What follows belongs to an exercise in optimizing a design on an open flow for small area, a short achievable clock period and few clock cycles per item; a production flow would make more cautious choices.
Only simulation tests tie the RTL to the original design; equivalence was not proved.
No activity file was given, so power comes from the tool's default toggle rates.

**flow/config.mk**
```make
export PLATFORM = sky130hd
export DESIGN_NAME = frustum_sphere_cull_unit
export DESIGN_NICKNAME = frustum_sphere_cull_unit
export VERILOG_FILES = /design/flow/design.v
export SDC_FILE = /design/flow/constraint.sdc
export NUM_CORES = 4
export LEC_CHECK = 0
export CAP_MARGIN = 20
export CORE_MARGIN = 2
export CORE_UTILIZATION = 45
export GPL_ROUTABILITY_DRIVEN = 1
export SETUP_SLACK_MARGIN = 5
export SLEW_MARGIN = 20
```
**flow/constraint.sdc**
```tcl
create_clock -name core_clock -period 12.0 [get_ports {clk}]
set_input_delay 2.4000 -clock core_clock [delete_from_list [all_inputs] [get_ports {clk}]]
set_output_delay 2.4000 -clock core_clock [all_outputs]
set_load 0.01 [all_outputs]
```
**flow/design.v**
```verilog
`timescale 1ns / 1ps
package fsc_pkg;
  localparam int FSC_FRAC_BITS = 16;
  localparam int NUM_PLANES = 6;
  localparam logic [2:0] PLANE_NONE = 3'd6;
  localparam logic [2:0] LAST_PLANE = 3'(NUM_PLANES - 1);
  localparam logic [1:0] OP_VIEW = 2'd0;
  localparam logic [1:0] OP_PROJ = 2'd1;
  localparam logic [1:0] OP_TEST = 2'd2;
  localparam logic [1:0] MODE_CLIP = 2'd0;
  localparam logic [1:0] MODE_SQ   = 2'd1;
  localparam logic [1:0] MODE_DIST = 2'd2;
  localparam logic [1:0] MODE_OFS  = 2'd3;
  typedef struct packed {
    logic       latch;
    logic       view_we;
    logic       proj_we;
    logic [3:0] view_addr;
    logic [3:0] proj_addr;
    logic       beat;
    logic [1:0] mode;
    logic       first;
    logic [1:0] sel_idx;
    logic       clip_store;
    logic       clip_sel;
    logic       sub;
    logic [1:0] co_j;
    logic       sqrt_start;
    logic       div_start;
    logic [1:0] div_j;
    logic       plane_we;
    logic [4:0] plane_addr;
  } fsc_cmd_t;
  typedef struct packed {
    logic sqrt_busy;
    logic div_busy;
    logic len_zero;
    logic acc_le0;
  } fsc_stat_t;
endpackage
`timescale 1ns / 1ps
module fsc_bmul (
  input  logic [31:0] a,
  input  logic [17:0] b,
  output logic [50:0] s,
  output logic [50:0] c
);
  localparam int W = 51;
  logic [W-1:0] r9;
  logic [W-1:0] rw [9];
  logic [8:0]   ng;
  genvar gi;
  for (gi = 0; gi < 9; gi++) begin : g_pp
    wire bm = (gi == 0) ? 1'b0 : b[2*gi-1];
    wire b0 = b[2*gi];
    wire b1 = b[2*gi+1];
    wire one = b0 ^ bm;
    wire two = (b1 & ~b0 & ~bm) | (~b1 & b0 & bm);
    wire neg = b1 & ~(b0 & bm);
    wire [33:0] m = one ? {{2{a[31]}}, a} : (two ? {a[31], a, 1'b0} : 34'd0);
    wire [33:0] x = neg ? ~m : m;
    assign rw[gi] = W'({~x[33], x[32:0]}) << (2 * gi);
    assign ng[gi] = neg;
  end
  assign r9 = W'({ng[8], 1'b0, ng[7], 1'b0, ng[6], 1'b0, ng[5], 1'b0, ng[4], 1'b0,
                  ng[3], 1'b0, ng[2], 1'b0, ng[1], 1'b0, ng[0]});
  function automatic logic [2*W-1:0] csa(input logic [W-1:0] x, input logic [W-1:0] y,
                                          input logic [W-1:0] z);
    logic [W-1:0] sm, cy;
    sm = x ^ y ^ z;
    cy = ((x & y) | (x & z) | (y & z)) << 1;
    csa = {sm, cy};
  endfunction
  logic [W-1:0] a1, b1, c1, d1, e1, f1;
  logic [W-1:0] a2, b2, c2, d2;
  logic [W-1:0] a3, b3;
  logic [W-1:0] a4, b4;
  assign {a1, b1} = csa(rw[0], rw[1], rw[2]);
  assign {c1, d1} = csa(rw[3], rw[4], rw[5]);
  assign {e1, f1} = csa(rw[6], rw[7], rw[8]);
  assign {a2, b2} = csa(a1, b1, c1);
  assign {c2, d2} = csa(d1, e1, f1);
  assign {a3, b3} = csa(a2, b2, c2);
  assign {a4, b4} = csa(a3, b3, d2);
  assign {s, c}   = csa(a4, b4, r9);
endmodule
`timescale 1ns / 1ps
module frustum_sphere_cull_unit #(
  parameter int FRAC_BITS = fsc_pkg::FSC_FRAC_BITS
) (
  input  logic               clk,
  input  logic               rst,
  input  logic               start,
  output logic               busy,
  input  logic [1:0]         op,
  input  logic [3:0]         elem_index,
  input  logic signed [31:0] elem_value,
  input  logic signed [31:0] center_x,
  input  logic signed [31:0] center_y,
  input  logic signed [31:0] center_z,
  input  logic [30:0]        sphere_radius,
  output logic               done,
  output logic               inside_res,
  output logic [2:0]         culling_plane
);
  function automatic logic signed [31:0] sat32(input logic signed [65:0] x);
    if (&x[65:31] || ~|x[65:31]) sat32 = x[31:0];
    else                         sat32 = x[65] ? 32'sh80000000 : 32'sh7fffffff;
  endfunction
  function automatic logic signed [31:0] sat33(input logic signed [32:0] x);
    if (x[32] == x[31]) sat33 = x[31:0];
    else                sat33 = x[32] ? 32'sh80000000 : 32'sh7fffffff;
  endfunction
  localparam logic [65:0] KC_TEST = 66'h3fff80001ffffffff;   
  localparam logic [65:0] KC_ZERO = 66'h3fff8000200000000;   
  localparam logic [65:0] KC_SHFT = 66'h3fffd5550aaac0000;   
  logic signed [31:0] vm [16];
  logic signed [31:0] pm [16];
  logic signed [31:0] cm [16];           
  logic signed [17:0] pn0 [6];
  logic signed [17:0] pn1 [6];
  logic signed [17:0] pn2 [6];
  logic signed [31:0] pn3 [6];
  logic [5:0]         pdeg;
  logic [5:0]         prdy;      
  logic               stale;
  logic [1:0]         occ;       
  logic [1:0]         nrb;       
  logic [2:0]         sp [2];    
  logic [1:0]         srq [2];   
  logic signed [31:0] sx [2];
  logic signed [31:0] sy [2];
  logic signed [31:0] sz [2];
  logic [30:0]        sr [2];
  logic               old;       
  logic               s1_slot;
  logic [3:0]         rq_done;
  logic [3:0]         rq_in;
  logic [2:0]         rq_pl [4];
  logic [1:0]         rq_h, rq_t;
  logic [2:0]         rq_n;
  localparam logic [1:0] K_NONE = 2'd0;
  localparam logic [1:0] K_TEST = 2'd1;
  localparam logic [1:0] K_CLIP = 2'd2;
  localparam logic [1:0] K_SQ   = 2'd3;
  logic [1:0]         s1_kind;
  logic               s1_first, s1_last, s1_deg;
  logic [2:0]         s1_plane;
  logic [3:0]         s1_cidx;
  logic [2:0]         s1_f;
  logic signed [32:0] s1_n3r;
  logic [50:0]        ps0, pc0, ps1, pc1, ps2, pc2;
  logic signed [65:0] acc;
  logic               st_pend;       
  logic [3:0]         st_idx;
  logic               ss_pend;       
  logic               rb_active;
  logic [3:0]  mt;           
  logic [1:0]  m_col;        
  logic [1:0]  mj, mph;      
  logic        msq_lo;       
  logic [1:0]  mgap;         
  logic        sq_inflight;
  logic        ss_valid;
  logic [63:0] ss_buf;
  logic [2:0]  ss_plane;
  logic        sq_busy, sq_done;
  logic [3:0]  sq_cnt;
  logic [35:0] sq_rem;
  logic [31:0] sq_root;
  logic [63:0] sq_sh;
  logic [2:0]  sq_plane;
  logic        dv_busy;
  logic [4:0]  dv_cnt;
  logic [2:0]  dv_plane;
  logic [31:0] dv_len;
  logic [31:0] dv_rem [4];
  logic [16:0] dv_q0, dv_q1, dv_q2;
  logic [31:0] dv_q3;
  logic [2:0]  dv_bit;       
  logic [15:0] dv_sh3;       
  logic [3:0]  dv_neg;
  logic        dv_sat;
  logic [2:0]         qp_r, qr_plane;
  logic signed [31:0] qv [4];
  logic signed [31:0] qr [4];
  logic [1:0]         q_axis;
  logic               q_sub;
  assign q_axis = qp_r[2:1];
  assign q_sub  = (qp_r == 3'd0) || (qp_r == 3'd3) || (qp_r == 3'd4);
  always_comb begin
    for (int j = 0; j < 4; j++) begin
      logic signed [32:0] w, o;
      w = 33'(cm[j*4+3]);
      o = 33'(cm[j*4+q_axis]);
      qv[j] = sat33(q_sub ? (w - o) : (w + o));
    end
  end
  always_ff @(posedge clk) begin
    for (int j = 0; j < 4; j++) qr[j] <= qv[j];
    qr_plane <= qp_r;
  end
  logic        accept;
  logic        s1_le0, s1_cull, s1_test, s1_end, emit;
  logic [1:0]  can;
  logic        iss, sel, sel_ok;
  logic [2:0]  sel_p;
  logic        rb_start;
  logic        m_clip, m_sq;      
  logic        m_is_sq;
  logic [2:0]  m_sq_plane;
  logic        div_start, sq_start, sq_hand, plane_fin, dv_last;
  logic [2:0]  fin_plane;
  logic [65:0] x_sum;
  assign busy   = (occ[0] & occ[1]) | (rq_n == 3'd4) | (rb_active & ~mt[3]) |
                  (occ[0] & nrb[0]) | (occ[1] & nrb[1]);
  assign accept = start & ~busy;
  logic [31:0]        ma0, ma1, ma2;
  logic [17:0]        mb0, mb1, mb2;
  logic [2:0]         mf;
  logic               m_first, m_last;
  logic [31:0]        vj [4];
  logic [17:0]        ph [4];
  logic [17:0]        pl [4];
  logic signed [17:0] tb0, tb1, tb2;
  logic signed [31:0] tb3;
  logic               tdeg;
  logic [50:0]        s0, c0, s1, c1, s2, c2;
  always_comb begin
    for (int k = 0; k < 4; k++) begin
      logic [31:0] pe;
      vj[k] = vm[{mj, 2'(k)}];
      pe    = pm[{2'(k), m_col}];
      ph[k] = {{2{pe[31]}}, pe[31:16]};
      pl[k] = {2'b00, pe[15:0]};
    end
  end
  logic       sel_r, ok_r;
  logic [2:0] psel_r;
  function automatic logic [4:0] choose(input logic [1:0] cn, input logic [1:0] pd,
                                        input logic od, input logic [2:0] p0,
                                        input logic [2:0] p1);
    logic [1:0] go;
    logic       sl;
    go = cn & ~pd;
    if (go[0] && go[1]) sl = od;
    else if (go[0])     sl = 1'b0;
    else if (go[1])     sl = 1'b1;
    else                sl = !cn[0];
    choose = {sl, cn[0] || cn[1], sl ? p1 : p0};
  endfunction
  logic       acc_t;
  logic [5:0] prdy_n;
  logic [4:0] ch [4];
  always_comb begin
    acc_t  = accept && (op == 2'd2);
    prdy_n = prdy;
    if (rb_start) prdy_n = 6'b0;
    else if (plane_fin) prdy_n[fin_plane] = 1'b1;
    for (int h = 0; h < 4; h++) begin
      logic       cl, en, is, old_n;
      logic [1:0] oc, nr, cn, pd;
      logic [2:0] pp [2];
      cl = h[0] && s1_test && !s1_deg;
      en = s1_test && (cl || s1_plane == 3'd5);
      is = sel_ok && !(cl && s1_slot == sel);
      old_n = h[1] ? !occ[0] : old;
      for (int i = 0; i < 2; i++) begin
        logic nw;
        nw    = h[1] && !busy && (occ[0] == 1'(i));
        oc[i] = (occ[i] && !(en && s1_slot == 1'(i))) || nw;
        nr[i] = rb_start ? 1'b0 : (nw ? stale : nrb[i]);
        pp[i] = nw ? 3'd0 : ((is && sel == 1'(i)) ? sp[i] + 3'd1 : sp[i]);
        pd[i] = is && (sel == 1'(i));
        cn[i] = oc[i] && !nr[i] && (pp[i] != 3'd6) && prdy_n[pp[i]];
      end
      ch[h] = choose(cn, pd, old_n, pp[0], pp[1]);
    end
  end
  always_ff @(posedge clk) begin
    if (rst) begin
      ok_r <= 1'b0;
    end else begin
      {sel_r, ok_r, psel_r} <= ch[{acc_t, s1_cull}];
    end
  end
  always_comb begin
    sel    = sel_r;
    sel_ok = ok_r;
    sel_p  = psel_r;
    tb0  = pn0[sel_p];
    tb1  = pn1[sel_p];
    tb2  = pn2[sel_p];
    tb3  = pn3[sel_p];
    tdeg = pdeg[sel_p];
  end
  always_comb begin
    ma0 = '0; ma1 = '0; ma2 = '0;
    mb0 = '0; mb1 = '0; mb2 = '0;
    mf = '0;
    m_first = 1'b0;
    m_last  = 1'b0;
    if (!sel_ok && !m_is_sq) begin
      case (mph)
        2'd0: begin
          ma0 = vj[0]; mb0 = ph[0];
          ma1 = vj[1]; mb1 = ph[1];
          ma2 = vj[2]; mb2 = ph[2];
          m_first = 1'b1;
        end
        2'd1: begin
          ma0 = vj[3]; mb0 = ph[3];
          ma1 = vj[0]; mb1 = pl[0];
          ma2 = vj[1]; mb2 = pl[1];
          mf = 3'b110;
        end
        default: begin
          ma0 = vj[2]; mb0 = pl[2];
          ma1 = vj[3]; mb1 = pl[3];
          mf = 3'b011;
          m_last = 1'b1;
        end
      endcase
    end else if (!sel_ok) begin
      ma0 = qr[0]; ma1 = qr[1]; ma2 = qr[2];
      if (!msq_lo) begin
        mb0 = {{2{qr[0][31]}}, qr[0][31:16]};
        mb1 = {{2{qr[1][31]}}, qr[1][31:16]};
        mb2 = {{2{qr[2][31]}}, qr[2][31:16]};
        m_first = 1'b1;
      end else begin
        mb0 = {2'b00, qr[0][15:0]};
        mb1 = {2'b00, qr[1][15:0]};
        mb2 = {2'b00, qr[2][15:0]};
        m_last = 1'b1;
      end
    end else begin
      ma0 = sx[sel]; mb0 = tb0;
      ma1 = sy[sel]; mb1 = tb1;
      ma2 = sz[sel]; mb2 = tb2;
    end
  end
  fsc_bmul u_m0 (.a(ma0), .b(mb0), .s(s0), .c(c0));
  fsc_bmul u_m1 (.a(ma1), .b(mb1), .s(s1), .c(c1));
  fsc_bmul u_m2 (.a(ma2), .b(mb2), .s(s2), .c(c2));
  always_ff @(posedge clk) begin
    ps0      <= s0;
    pc0      <= c0;
    ps1      <= s1;
    pc1      <= c1;
    ps2      <= s2;
    pc2      <= c2;
    s1_f     <= mf;
    s1_first <= m_first;
    s1_last  <= m_last;
    s1_cidx  <= {mj, m_col};
    s1_plane <= sel_p;
    s1_slot  <= sel;
    s1_deg   <= tdeg;
    s1_n3r   <= 33'(tb3) + 33'(signed'({1'b0, sr[sel]}));
  end
  function automatic logic [131:0] csa(input logic [65:0] x, input logic [65:0] y,
                                       input logic [65:0] z);
    csa = {x ^ y ^ z, ((x & y) | (x & z) | (y & z)) << 1};
  endfunction
  always_comb begin
    logic [65:0] base, kc, u0, v0, u1, v1, u2, v2;
    logic [65:0] a1, b1, c1, d1, a2, b2, c2, d2, a3, b3, a4, b4;
    logic [16:0] l0, l1, l2;
    logic        e0, e1, e2;
    case (s1_kind)
      K_TEST:  base = 66'(s1_n3r) << 16;
      K_CLIP:  base = s1_first ? 66'd0 : acc;
      default: base = s1_first ? 66'd0 : (acc << 16);
    endcase
    if (s1_kind == K_TEST)  kc = KC_TEST;
    else if (s1_f != 3'b0)  kc = KC_SHFT;
    else                    kc = KC_ZERO;
    l0 = {1'b0, ps0[15:0]} + {1'b0, pc0[15:0]};
    l1 = {1'b0, ps1[15:0]} + {1'b0, pc1[15:0]};
    l2 = {1'b0, ps2[15:0]} + {1'b0, pc2[15:0]};
    e0 = s1_f[0] & l0[16];
    e1 = s1_f[1] & l1[16];
    e2 = s1_f[2] & l2[16];
    u0 = s1_f[0] ? 66'(ps0[50:16]) : 66'(ps0);
    v0 = s1_f[0] ? 66'(pc0[50:16]) : 66'(pc0);
    u1 = s1_f[1] ? 66'(ps1[50:16]) : 66'(ps1);
    v1 = s1_f[1] ? 66'(pc1[50:16]) : 66'(pc1);
    u2 = s1_f[2] ? 66'(ps2[50:16]) : 66'(ps2);
    v2 = s1_f[2] ? 66'(pc2[50:16]) : 66'(pc2);
    {a1, b1} = csa(u0, v0, u1);
    {c1, d1} = csa(v1, u2, v2);
    b1[0] = e0;
    d1[0] = e1;
    {a2, b2} = csa(a1, b1, c1);
    {c2, d2} = csa(d1, base, kc);
    b2[0] = e2;
    {a3, b3} = csa(a2, b2, c2);
    {a4, b4} = csa(a3, b3, d2);
    x_sum = a4 + b4;
  end
  assign s1_le0  = x_sum[65];
  assign s1_test = (s1_kind == K_TEST);
  assign s1_cull = s1_test && !s1_deg && s1_le0;
  assign s1_end  = s1_test && (s1_cull || s1_plane == 3'd5);
  always_ff @(posedge clk) begin
    if (s1_kind == K_CLIP || s1_kind == K_SQ) acc <= signed'(x_sum);
    st_idx <= s1_cidx;
    if (st_pend) cm[st_idx] <= sat32(acc);
    if (ss_pend) ss_buf <= acc[63:0];
  end
  assign iss       = sel_ok && !(s1_cull && s1_slot == sel);
  assign emit      = rq_done[rq_h];
  assign rb_start  = !rb_active && !s1_test &&
                     ((occ[0] && nrb[0] && !occ[1]) || (occ[1] && nrb[1] && !occ[0]));
  always_ff @(posedge clk) begin
    if (accept && op == 2'd0) vm[elem_index] <= elem_value;
    if (accept && op == 2'd1) pm[elem_index] <= elem_value;
    for (int i = 0; i < 2; i++) begin
      if (accept && op == 2'd2 && occ[0] == 1'(i)) begin
        sx[i] <= center_x;
        sy[i] <= center_y;
        sz[i] <= center_z;
        sr[i] <= sphere_radius;
      end
    end
  end
  always_ff @(posedge clk) begin
    if (rst) begin
      occ           <= 2'b00;
      nrb           <= 2'b00;
      old           <= 1'b0;
      rq_done       <= 4'b0000;
      rq_h          <= 2'd0;
      rq_t          <= 2'd0;
      rq_n          <= 3'd0;
      s1_kind       <= K_NONE;
      stale         <= 1'b1;
      prdy          <= 6'b0;
      done          <= 1'b0;
      inside_res    <= 1'b0;
      culling_plane <= 3'd6;
    end else begin
      done          <= emit;
      inside_res    <= rq_in[rq_h];
      culling_plane <= rq_pl[rq_h];
      if (emit) begin
        rq_done[rq_h] <= 1'b0;
        rq_h          <= rq_h + 2'd1;
      end
      rq_n <= rq_n + 3'(accept) - 3'(emit);
      if (s1_end) begin
        rq_done[srq[s1_slot]] <= 1'b1;
        rq_in[srq[s1_slot]]   <= !s1_cull;
        rq_pl[srq[s1_slot]]   <= s1_cull ? s1_plane : 3'd6;
        occ[s1_slot]          <= 1'b0;
      end
      if (iss) sp[sel] <= sp[sel] + 3'd1;
      if (accept) begin
        rq_t          <= rq_t + 2'd1;
        rq_done[rq_t] <= (op != 2'd2);
        rq_in[rq_t]   <= 1'b0;
        rq_pl[rq_t]   <= 3'd6;
        if (op == 2'd2) begin
          occ[occ[0]] <= 1'b1;
          nrb[occ[0]] <= stale;
          sp[occ[0]]  <= 3'd0;
          srq[occ[0]] <= rq_t;
          old         <= !occ[0];
        end
        if (op == 2'd0 || op == 2'd1) stale <= 1'b1;
      end
      if (rb_start) begin
        stale <= 1'b0;
        nrb   <= 2'b00;
      end
      if (m_clip) s1_kind <= K_CLIP;
      else if (m_sq) s1_kind <= K_SQ;
      else if (iss) s1_kind <= K_TEST;
      else s1_kind <= K_NONE;
      if (rb_start) prdy <= 6'b0;
      else if (plane_fin) prdy[fin_plane] <= 1'b1;
    end
  end
  always_comb begin
    m_is_sq = 1'b0;
    m_sq_plane = 3'd0;
    case (mt)
      4'd2: begin m_is_sq = 1'b1; m_sq_plane = 3'd0; end
      4'd3: begin m_is_sq = 1'b1; m_sq_plane = 3'd1; end
      4'd5: begin m_is_sq = 1'b1; m_sq_plane = 3'd2; end
      4'd6: begin m_is_sq = 1'b1; m_sq_plane = 3'd3; end
      4'd8: begin m_is_sq = 1'b1; m_sq_plane = 3'd4; end
      4'd9: begin m_is_sq = 1'b1; m_sq_plane = 3'd5; end
      default: ;
    endcase
  end
  assign m_clip = rb_active && !sel_ok && (mgap == 2'd0) && !m_is_sq && (mt != 4'd10);
  assign m_sq   = rb_active && !sel_ok && m_is_sq && (mgap == 2'd0) && (qr_plane == m_sq_plane) &&
                  (msq_lo || (!ss_valid && !sq_inflight));
  always_ff @(posedge clk) begin
    if (rst) begin
      rb_active   <= 1'b0;
      mt          <= 4'd0;
      m_col       <= 2'd3;
      mj          <= 2'd0;
      mph         <= 2'd0;
      msq_lo      <= 1'b0;
      mgap        <= 2'd0;
      sq_inflight <= 1'b0;
      ss_valid    <= 1'b0;
      st_pend     <= 1'b0;
      ss_pend     <= 1'b0;
    end else begin
      st_pend <= (s1_kind == K_CLIP) && s1_last;
      ss_pend <= (s1_kind == K_SQ) && s1_last;
      if (rb_start) begin
        rb_active <= 1'b1;
        mt        <= 4'd0;
        m_col     <= 2'd3;
        mj        <= 2'd0;
        mph       <= 2'd0;
        msq_lo    <= 1'b0;
        mgap      <= 2'd0;
      end
      if (plane_fin && fin_plane == 3'd5) rb_active <= 1'b0;
      if (mgap != 2'd0) mgap <= mgap - 2'd1;
      if (m_clip) begin
        if (mph == 2'd2) begin
          mph <= 2'd0;
          mj  <= mj + 2'd1;
          if (mj == 2'd3) begin
            mt   <= mt + 4'd1;
            mgap <= 2'd3;
          end
        end else begin
          mph <= mph + 2'd1;
        end
      end
      if (m_sq) begin
        msq_lo <= !msq_lo;
        if (msq_lo) begin
          mt <= mt + 4'd1;
          if (mt == 4'd3) m_col <= 2'd1;
          if (mt == 4'd6) m_col <= 2'd2;
        end else begin
          sq_inflight <= 1'b1;
        end
      end
      if (m_clip && mph == 2'd2 && mj == 2'd3 && mt == 4'd0) m_col <= 2'd0;
      if (ss_pend) begin
        ss_valid    <= 1'b1;
        sq_inflight <= 1'b0;
      end
      if (sq_start) ss_valid <= 1'b0;
    end
  end
  always_ff @(posedge clk) begin
    if (m_sq && !msq_lo) ss_plane <= m_sq_plane;
    qp_r <= (sq_done || (sq_busy && sq_cnt >= 4'd14)) ? sq_plane : m_sq_plane;
  end
  assign sq_start = ss_valid && !sq_busy && !sq_done;
  assign sq_hand   = sq_done && !dv_busy && ((sq_root == 32'd0) || (qr_plane == sq_plane));
  assign div_start = sq_hand && (sq_root != 32'd0);
  function automatic logic [67:0] sq_step(input logic [35:0] rem, input logic [31:0] root,
                                          input logic [1:0] b);
    logic [35:0] r1;
    logic [36:0] df;
    r1 = {rem[33:0], b};
    df = {1'b0, r1} - {3'b000, root, 2'b01};
    if (!df[36]) sq_step = {df[35:0], root[30:0], 1'b1};
    else         sq_step = {r1, root[30:0], 1'b0};
  endfunction
  always_ff @(posedge clk) begin
    if (rst) begin
      sq_busy <= 1'b0;
      sq_done <= 1'b0;
    end else begin
      if (sq_start) begin
        sq_busy <= 1'b1;
      end else if (sq_busy && sq_cnt == 4'd15) begin
        sq_busy <= 1'b0;
        sq_done <= 1'b1;
      end
      if (sq_hand) sq_done <= 1'b0;
    end
  end
  always_ff @(posedge clk) begin
    if (sq_start) begin
      sq_sh    <= ss_buf;
      sq_rem   <= '0;
      sq_root  <= '0;
      sq_cnt   <= 4'd0;
      sq_plane <= ss_plane;
    end else if (sq_busy) begin
      logic [67:0] t1, t2;
      t1 = sq_step(sq_rem, sq_root, sq_sh[63:62]);
      t2 = sq_step(t1[67:32], t1[31:0], sq_sh[61:60]);
      sq_rem  <= t2[67:32];
      sq_root <= t2[31:0];
      sq_sh   <= {sq_sh[59:0], 4'b0};
      sq_cnt  <= sq_cnt + 4'd1;
    end
  end
  function automatic logic [32:0] dv_step(input logic [31:0] rem, input logic [31:0] d,
                                          input logic b);
    logic [32:0] r2;
    logic [33:0] df;
    r2 = {rem, b};
    df = {1'b0, r2} - {2'b00, d};
    if (!df[33]) dv_step = {df[31:0], 1'b1};
    else         dv_step = {r2[31:0], 1'b0};
  endfunction
  logic [31:0] qmag [4];
  always_comb begin
    for (int j = 0; j < 4; j++) begin
      qmag[j] = qr[j][31] ? (~qr[j] + 32'd1) : qr[j];
    end
  end
  assign dv_last = dv_busy && (dv_cnt == 5'd16);
  always_ff @(posedge clk) begin
    if (rst) begin
      dv_busy <= 1'b0;
    end else begin
      if (div_start) dv_busy <= 1'b1;
      else if (dv_last) dv_busy <= 1'b0;
    end
  end
  logic [32:0] r0, r1, r2;
  always_comb begin
    r0 = dv_step(dv_rem[0], dv_len, dv_bit[0]);
    r1 = dv_step(dv_rem[1], dv_len, dv_bit[1]);
    r2 = dv_step(dv_rem[2], dv_len, dv_bit[2]);
  end
  always_ff @(posedge clk) begin
    if (div_start) begin
      dv_len   <= sq_root;
      dv_plane <= sq_plane;
      dv_cnt   <= 5'd0;
      for (int j = 0; j < 3; j++) begin
        dv_rem[j] <= {1'b0, qmag[j][31:1]};
        dv_neg[j] <= qr[j][31];
      end
      dv_bit    <= {qmag[2][0], qmag[1][0], qmag[0][0]};
      dv_rem[3] <= {16'd0, qmag[3][31:16]};
      dv_sh3    <= qmag[3][15:0];
      dv_neg[3] <= qr[3][31];
      dv_sat    <= ({15'd0, qmag[3][31:15]} >= sq_root);
      dv_q0 <= '0;
      dv_q1 <= '0;
      dv_q2 <= '0;
      dv_q3 <= '0;
    end else if (dv_busy) begin
      logic [32:0] r3a, r3b;
      dv_cnt <= dv_cnt + 5'd1;
      dv_rem[0] <= r0[32:1];
      dv_rem[1] <= r1[32:1];
      dv_rem[2] <= r2[32:1];
      dv_q0 <= {dv_q0[15:0], r0[0]};
      dv_q1 <= {dv_q1[15:0], r1[0]};
      dv_q2 <= {dv_q2[15:0], r2[0]};
      dv_bit <= 3'b000;
      if (dv_cnt != 5'd16) begin
        r3a = dv_step(dv_rem[3], dv_len, dv_sh3[15]);
        r3b = dv_step(r3a[32:1], dv_len, dv_sh3[14]);
        dv_rem[3] <= r3b[32:1];
        dv_q3     <= {dv_q3[29:0], r3a[0], r3b[0]};
        dv_sh3    <= {dv_sh3[13:0], 2'b00};
      end
    end
  end
  assign plane_fin = dv_last || (sq_hand && sq_root == 32'd0);
  assign fin_plane = dv_last ? dv_plane : sq_plane;
  always_ff @(posedge clk) begin
    if (dv_last) begin
      logic [16:0] q0, q1, q2;
      q0 = {dv_q0[15:0], r0[0]};
      q1 = {dv_q1[15:0], r1[0]};
      q2 = {dv_q2[15:0], r2[0]};
      pn0[dv_plane] <= dv_neg[0] ? (18'sd0 - {1'b0, q0}) : {1'b0, q0};
      pn1[dv_plane] <= dv_neg[1] ? (18'sd0 - {1'b0, q1}) : {1'b0, q1};
      pn2[dv_plane] <= dv_neg[2] ? (18'sd0 - {1'b0, q2}) : {1'b0, q2};
      if (dv_sat) pn3[dv_plane] <= dv_neg[3] ? 32'sh80000000 : 32'sh7fffffff;
      else        pn3[dv_plane] <= dv_neg[3] ? -dv_q3 : dv_q3;
      pdeg[dv_plane] <= 1'b0;
    end else if (sq_hand && sq_root == 32'd0) begin
      pdeg[sq_plane] <= 1'b1;
    end
  end
endmodule
```
**flow/run.sh**
```bash
#!/bin/bash
# synth_recipe.tcl (not shown) runs the flow's synth.tcl, then flattens the netlist and writes it again
# the make line also repeats each setting of config.mk as NAME=value (left out here)
make -C /OpenROAD-flow-scripts/flow DESIGN_CONFIG=/design/flow/config.mk WORK_HOME=/design/flow/orfs CLKGATE_MAP_FILE= SYNTH_SCRIPT=/design/flow/synth_recipe.tcl finish
```
==> flow_summary.json <==
{
  "syn_area_um2": 208000,
  "num_vias": 148000,
  "critical_path.endpoint": "ps0[16]$_DFF_P_",
  "grt_pass1_vias": 142000,
  "layout.cells.non_filler": 24800,
  "track_usage": 0.304,
  "synth_nets": 20100,
  "clock-sinks": 3419,
  "seq_area_um2": 95500,
  "rrSetupSlack_ns": 5.01,
  "tns_ns": 0,
  "clock_skew_ns": 0.100,
  "grt_overflow": 0,
  "drt_wl_total_um": 733000,
  "multi_input_area_um2": 104000,
  "ys_seq_area_frac": 0.459,
  "antenna_found_initial": 68,
  "p_leak_nw": 87.6,
  "fin_crit_sh": 0.582,
  "post-route-drc-count": 0,
  "via_per_inst": 5.99,
  "dr.pass1.iters": 12,
  "row_count": 249,
  "wl_per_cell_um": 29.6,
  "area_delta_synth_final_pct": 12.2,
  "ir_drop_mv": 0.800,
  "ctsHoldBuffers": 0,
  "cts_buffer_depth": 4,
  "cts_root_buf": "clkbuf_16",
  "synth-seq-cells": 3419,
  "dp.cells": 23900,
  "ys_async_sr_fraction": 0,
  "die_height_um": 684,
  "layout_common_cells": "edfxtp_1, inv_1, a21oi_1",
  "ys.flop_type": "edfxtp_1",
  "numPortBuffers": 173,
  "timing.slew.headroom": 0.128,
  "dieArea_um2": 468000,
  "yosys_warnings": 20,
  "final_common_cell": "edfxtp_1",
  "drt_first_iter_violations": 19100,
  "syn_avg_cell_area_um2": 11.5,
  "max_freq_mhz": 143,
  "cp_data_arrival_time_ns": 7.83,
  "gp_congestion": 1.00,
  "tritoncts": "built",
  "powerDensity_nw_per_um2": 229,
  "ios": 174,
  "status": "no timing/DRC/antenna violations",
  "fin_nets": 20200,
  "min_period_ns": 6.99,
  "antenna_left": 0,
  "critPathKind": "flop to flop",
  "grt_first_pass_wirelength_um": 1030000,
  "netlist_instances": 18200,
  "yosysUniqueCellTypes": 110,
  "rr_endpoint": "ps0[16]$_DFF_P_",
  "synth_edf_count": 2692,
  "grt_max_degree": 159,
  "worstPathRequired_ns": 12.84,
  "coreArea_um2": 460000,
  "finalSetupViolCount": 0,
  "die_w_um": 684,
  "synth_area_leaders": "edfxtp_1, fa_1, dfxtp_1",
  "critical_path.max_fanout": 30,
  "slew_viol_final": 0,
  "worst_pin_slew_ns": 1.31,
  "synth_top_area_share": 0.389,
  "clk_pin_slew_ns": 0.06,
  "initial_core_util": 0.452,
  "clk_latency_ns": 1.05,
  "htreeDepth": 5,
  "worst_hold_path_type": "flop to flop",
  "cp-start-kind": "flop",
  "final-hold-violation-count": 0,
  "rsz0062_at_grt": "true",
  "hpwl_um": 520000,
  "drive_gt1_frac": 0.126,
  "fillers": 40500,
  "cts_made_buffers": 373,
  "r2r_cells": 19,
  "end_kind": "flop",
  "synth_area_leader_cell": "edfxtp_1",
  "timing.max_cap.violations": 0
}
-- power by group --
part | internal [mW] | switching (mW) | total, mW
registers | 14.3 | 0.965 | 15.3
clock network | 6.77 | 5.17 | 11.9
logic | 10.8 | 15.3 | 26.1
-- worst max-delay path: stages (launching register included) --
cell and delay [ns]:
dfxtp_4 0.35, buf_12 0.17, buf_6 0.30, mux4_2 0.54, o211ai_1 0.99, o221ai_4 0.21, buf_4 0.24, ha_2 0.18
or2_2 0.40, clkinv_1 0.08, clkbuf_8 0.40, xnor2_1 0.20, fa_1 0.47, fa_1 0.51, inv_1 0.06, fa_1 0.53
inv_1 0.05, fa_1 0.47, inv_1 0.08, fa_1 0.51
-- per-stage QoR --
step | area, µm² | hold WS [ns] | power [mW] | setup WS [ns] | utilization
after floorplan | 208000 | 0.310 | 32.7 | 5.21 | -
after global placement | 218000 | 0.311 | 39.7 | 3.54 | 0.473
after detailed placement | 218000 | 0.316 | 39.7 | 3.55 | 0.474
after CTS | 232000 | 0.331 | 52.5 | 4.89 | 0.504
after global routing | 233000 | 0.332 | 56.6 | 4.96 | 0.507
final | 233000 | 0.330 | 53.4 | 5.01 | 0.507
-- cell usage after synthesis (477+ instances only) --
library cell,count
xnor2_1,1122
mux2i_1,566
mux4_2,477
o21ai_0,1013
a21oi_1,1561
nand2_1,997
nor2_1,1014
fa_1,962
edfxtp_1,2692
ha_1,861
dfxtp_1,727
clkbuf_1,726
inv_1,1705
-- logic make-up after synthesis --
| family | Yosys count | share of synthesized area |
|---|---|---|
| XOR/XNOR | 1539 | 0.0650 |
| buffers and inverters | 2737 | 0.0509 |
| AND/OR/NAND/NOR | 3386 | 0.0755 |
| flip-flops | 3419 | 0.459 |
| multiplexers | 1260 | 0.0906 |
| AO/OA/AOI/OAI | 3960 | 0.114 |
| adder cells (fa/ha/maj) | 1854 | 0.146 |
-- sequential cells by signal, summed over array words and instances (netlist names), 62 cells and up, named ones only --
| name | count |
|---|---|
| qr | 128 |
| pn0 | 108 |
| ss_buf | 64 |
| pn3 | 192 |
| sy | 64 |
| acc | 66 |
| cm | 512 |
| dv_rem | 128 |
| sq_sh | 64 |
| pn1 | 108 |
| sr | 62 |
| pm | 512 |
| vm | 512 |
| pn2 | 108 |
| sx | 64 |
| sz | 64 |
-- layout make-up --
type                       instances  area share
multi-input combinational      12000       0.446
sequential                      3419       0.409
clock buffer                     457      0.0424
tap                             6149      0.0330
timing repair buffer             713      0.0291
inverter                        1719      0.0280
clock inverter                   241      0.0120
antenna                           61    0.000654
timing repair inverter             2   0.0000643
-- worst min-delay path by stage --
stage	startpoint	to	slack, ns	depth (start not counted)
final	s1_cidx[2]$_DFF_P_	st_idx[2]$_DFF_P_	0.33	0
after floorplan	s1_cidx[0]$_DFF_P_	st_idx[0]$_DFF_P_	0.31	0
after global routing	s1_cidx[2]$_DFF_P_	st_idx[2]$_DFF_P_	0.33	0
after detailed placement	s1_cidx[2]$_DFF_P_	st_idx[2]$_DFF_P_	0.32	0
after CTS	s1_cidx[2]$_DFF_P_	st_idx[2]$_DFF_P_	0.33	0
after global placement	s1_cidx[1]$_DFF_P_	st_idx[1]$_DFF_P_	0.31	0
-- timing repair --
action | CTS | global route
pin swaps | 25 | 59
endpoints found under the hold margin | 0 | 0
gates resized for setup | 177 | 193
endpoints found under the setup margin | 437 | 382
setup buffers | 24 | 59
cloned | 7 | 12
-- layer usage --
layer	up-vias	share of wire	wire length [µm]	global-route usage
li1	64900	-	-	-
met1	74200	0.40	290000	0.408
met2	7692	0.43	314000	0.449
met3	1566	0.11	77900	0.0732
met4	32	0.069	50300	0.180
met5	-	0.00055	402	0
Testbench counts, summed over its fixed seeds: cycles 17,475, tests 2,304.

what the ideal ports hide:
No port has a modelled driver above. Below, the same layout with a new extraction and two added sets of constraints. Step 1 assumes that a clkbuf_16 drives the clock port and a buf_2 every other input. Step 2 times the ports against the registers' clock, not the clock port: input delays grow and output delays shrink by t, the midpoint of the rising clock arrivals with the driver on. Slacks: ideal / step 1 / step 2; pairs: ideal / step 1.
shift t [ns]: 1.128
setup slack, ns: 5.011 / 5.011 / 5.011
worst setup path after step 2: register to register
cell pins on the clock port's net: 1
After both steps setup and hold are still met in this run. For this run, drivers alone change the setup slack by 0.000 ns; drivers and shift together by 0.000 ns.
